Context: an optimization exercise on an open-source flow, tuned for small area, a short achievable clock period and few clock cycles per item. The choices shown serve that exercise and are no tape-out recipe.
The RTL was checked by simulation tests, not by an equivalence proof against the original design.
Power is estimated from default activity; no workload was simulated.

== job 2502 ==
Design call_arbiter, start of the top module:
module call_arbiter (
    input  wire                                  clk,
    input  wire                                  rstn,
    input  wire  [8-1:0]               call_vld_i,
    input  wire  [8*($clog2(4) + $clog2(4) + 1 + 16 + 2 * 16)-1:0]     call_req_i,
    output logic [8-1:0]               call_rdy_o,
    input  wire  [4-1:0]              child_rdy_i,
    output logic                                 call_vld_o,
    output logic [($clog2(8) + ($clog2(4) + $clog2(4) + 1 + 16 + 2 * 16))-1:0]                 call_o
);
==> flow/config.mk <==
export PLATFORM = sky130hd
export DESIGN_NAME = call_arbiter
export DESIGN_NICKNAME = call_arbiter
export VERILOG_FILES = /design/flow/design.v
export SDC_FILE = /design/flow/constraint.sdc
export NUM_CORES = 4
export LEC_CHECK = 0
export CAP_MARGIN = 20
export CORE_AREA = 2.5 2.5 177.5 177.5
export DIE_AREA = 0 0 180 180
export SETUP_SLACK_MARGIN = 1.7
export SLEW_MARGIN = 20
export SYNTH_HIERARCHICAL = 1
export TNS_END_PERCENT = 0
==> flow/constraint.sdc <==
create_clock -name core_clock -period 4.0 [get_ports {clk}]
set_input_delay 0.8000 -clock core_clock [delete_from_list [all_inputs] [get_ports {clk}]]
set_output_delay 0.8000 -clock core_clock [all_outputs]
set_load 0.01 [all_outputs]
standard.sh (not shown) runs the stock make flow with config.mk's settings and CLKGATE_MAP_FILE= SYNTH_SCRIPT=/design/flow/synth_recipe.tcl, a recipe that flattens the netlist after the stock synthesis.
==> flow/flow/run.sh <==
#!/bin/bash
# The standard layout (standard.sh), with two changes:
# - synthesis maps the rr_picker and call_dispatch modules (the picks behind
#   call_rdy_o and call_o) with a delay-oriented ABC script, see my_synth.tcl;
#   all else as standard
# - port buffers are plain buf_1 cells instead of the delay cells that
#   buffer_ports picks by default
set -euo pipefail
export BUFFER_PORTS_ARGS="-buffer_cell sky130_fd_sc_hd__buf_1"
sed "s#SYNTH_SCRIPT=[^ ]*#SYNTH_SCRIPT=$PWD/flow/my_synth.tcl#" standard.sh > own_standard.sh
grep -q "SYNTH_SCRIPT=$PWD/flow/my_synth.tcl" own_standard.sh
bash own_standard.sh > flow_make.log 2>&1
==> flow/flow/fast.script <==
strash
dch
map -p
buffer -c
topo
stime -c
upsize -c
dnsize -c
==> flow/flow/my_synth.tcl <==
# The standard synthesis (synth_recipe.tcl, sourced unchanged), except that
# ABC first maps the two round-robin pick modules (rr_picker, which drives
# call_rdy_o, and call_dispatch, which drives call_o) with a delay-oriented
# script; the second call then maps the rest as the standard synthesis does
set own_dir [file dirname [file normalize [info script]]]
set fast_script [file join $own_dir fast.script]
proc abc {args} {
  set i [lsearch -exact $args -script]
  set fast_args [lreplace $args [expr {$i + 1}] [expr {$i + 1}] $::fast_script]
  foreach m {rr_picker call_dispatch} {
    yosys abc {*}$fast_args $m
  }
  yosys abc {*}$args
}
source [file join [file dirname $own_dir] synth_recipe.tcl]
Testbench counts of job 2502, summed over its fixed seeds: cycles 3,319, calls 3,072.
Setup changes, job 2502 to job 1108
- changing SETUP_SLACK_MARGIN from 1.7 to 1.3
Notes after the runs:
Per the comparison of job 1108 with job 2502, fraction of final layout cells sized beyond drive strength 1 shrank by 2.6 points, number of antenna violations at the first check in global routing shrank by 11, combinational fraction of design power grew by 0.2 points, hold slack grew by 0.012 ns, placed standard-cell area grew by 25 um2.
Setup changes, job 1108 to job 5592
--- a/flow/flow/fast.script
+++ b/flow/flow/fast.script
@@ -0,0 +1,4 @@
+strash
+dch
+map -p
+mfs2
Notes after the runs:
Taking job 1108 as the reference, in job 5592 worst hold slack went down; register share of total power up 0.8 points; violation count after the first detailed-routing iteration went down by 3; global-route usage dropped 0.55 points. Summary: setup slack, job 5592 better than job 1108. Shortest period the worst path allows sits lower in job 5592 than in job 1108. Looking at layout multi-input combinational cell count, job 5592 sits 10 below job 1108. Job 5592: max-slew headroom at the worst pin higher than job 1108. Row slew of the pin with the lowest slew margin: job 5592 lower / job 1108 higher.

[what the ideal ports hide]
The results above use ideal ports. As a check the final layouts listed here were re-extracted and re-timed, cells and wires unchanged.
Step 1 (the two cells are an assumption about what drives the block):
set clk [get_ports {clk}]
set_driving_cell -lib_cell sky130_fd_sc_hd__clkbuf_16 $clk
set_driving_cell -lib_cell sky130_fd_sc_hd__buf_2 [delete_from_list [all_inputs] $clk]
Step 2 times the ports against the registers' clock, not the clock port: input delays grow and output delays shrink by t, the midpoint of the rising clock arrivals with the driver on.
Slacks: ideal ports / drivers / drivers and shift; pairs: ideal ports / drivers.
| run | t (ns) | slack for setup (ns) | worst register clock-pin slew, ns | worst slew at a driven data input, ns |
|---|---|---|---|---|
| job 2502 | 0.383 | 1.132 / 1.050 / 0.805 | 0.07 / 0.07 | 0.18 |
| job 1108 | 0.378 | 1.085 / 1.064 / 0.837 | 0.07 / 0.07 | 0.17 |
| job 5592 | 0.380 | 1.190 / 1.113 / 0.942 | 0.07 / 0.07 | 0.19 |
After both steps every run listed still meets setup and hold. For job 2502, which loses most, drivers alone change the setup slack by -0.082 ns; drivers and shift together by -0.327 ns.
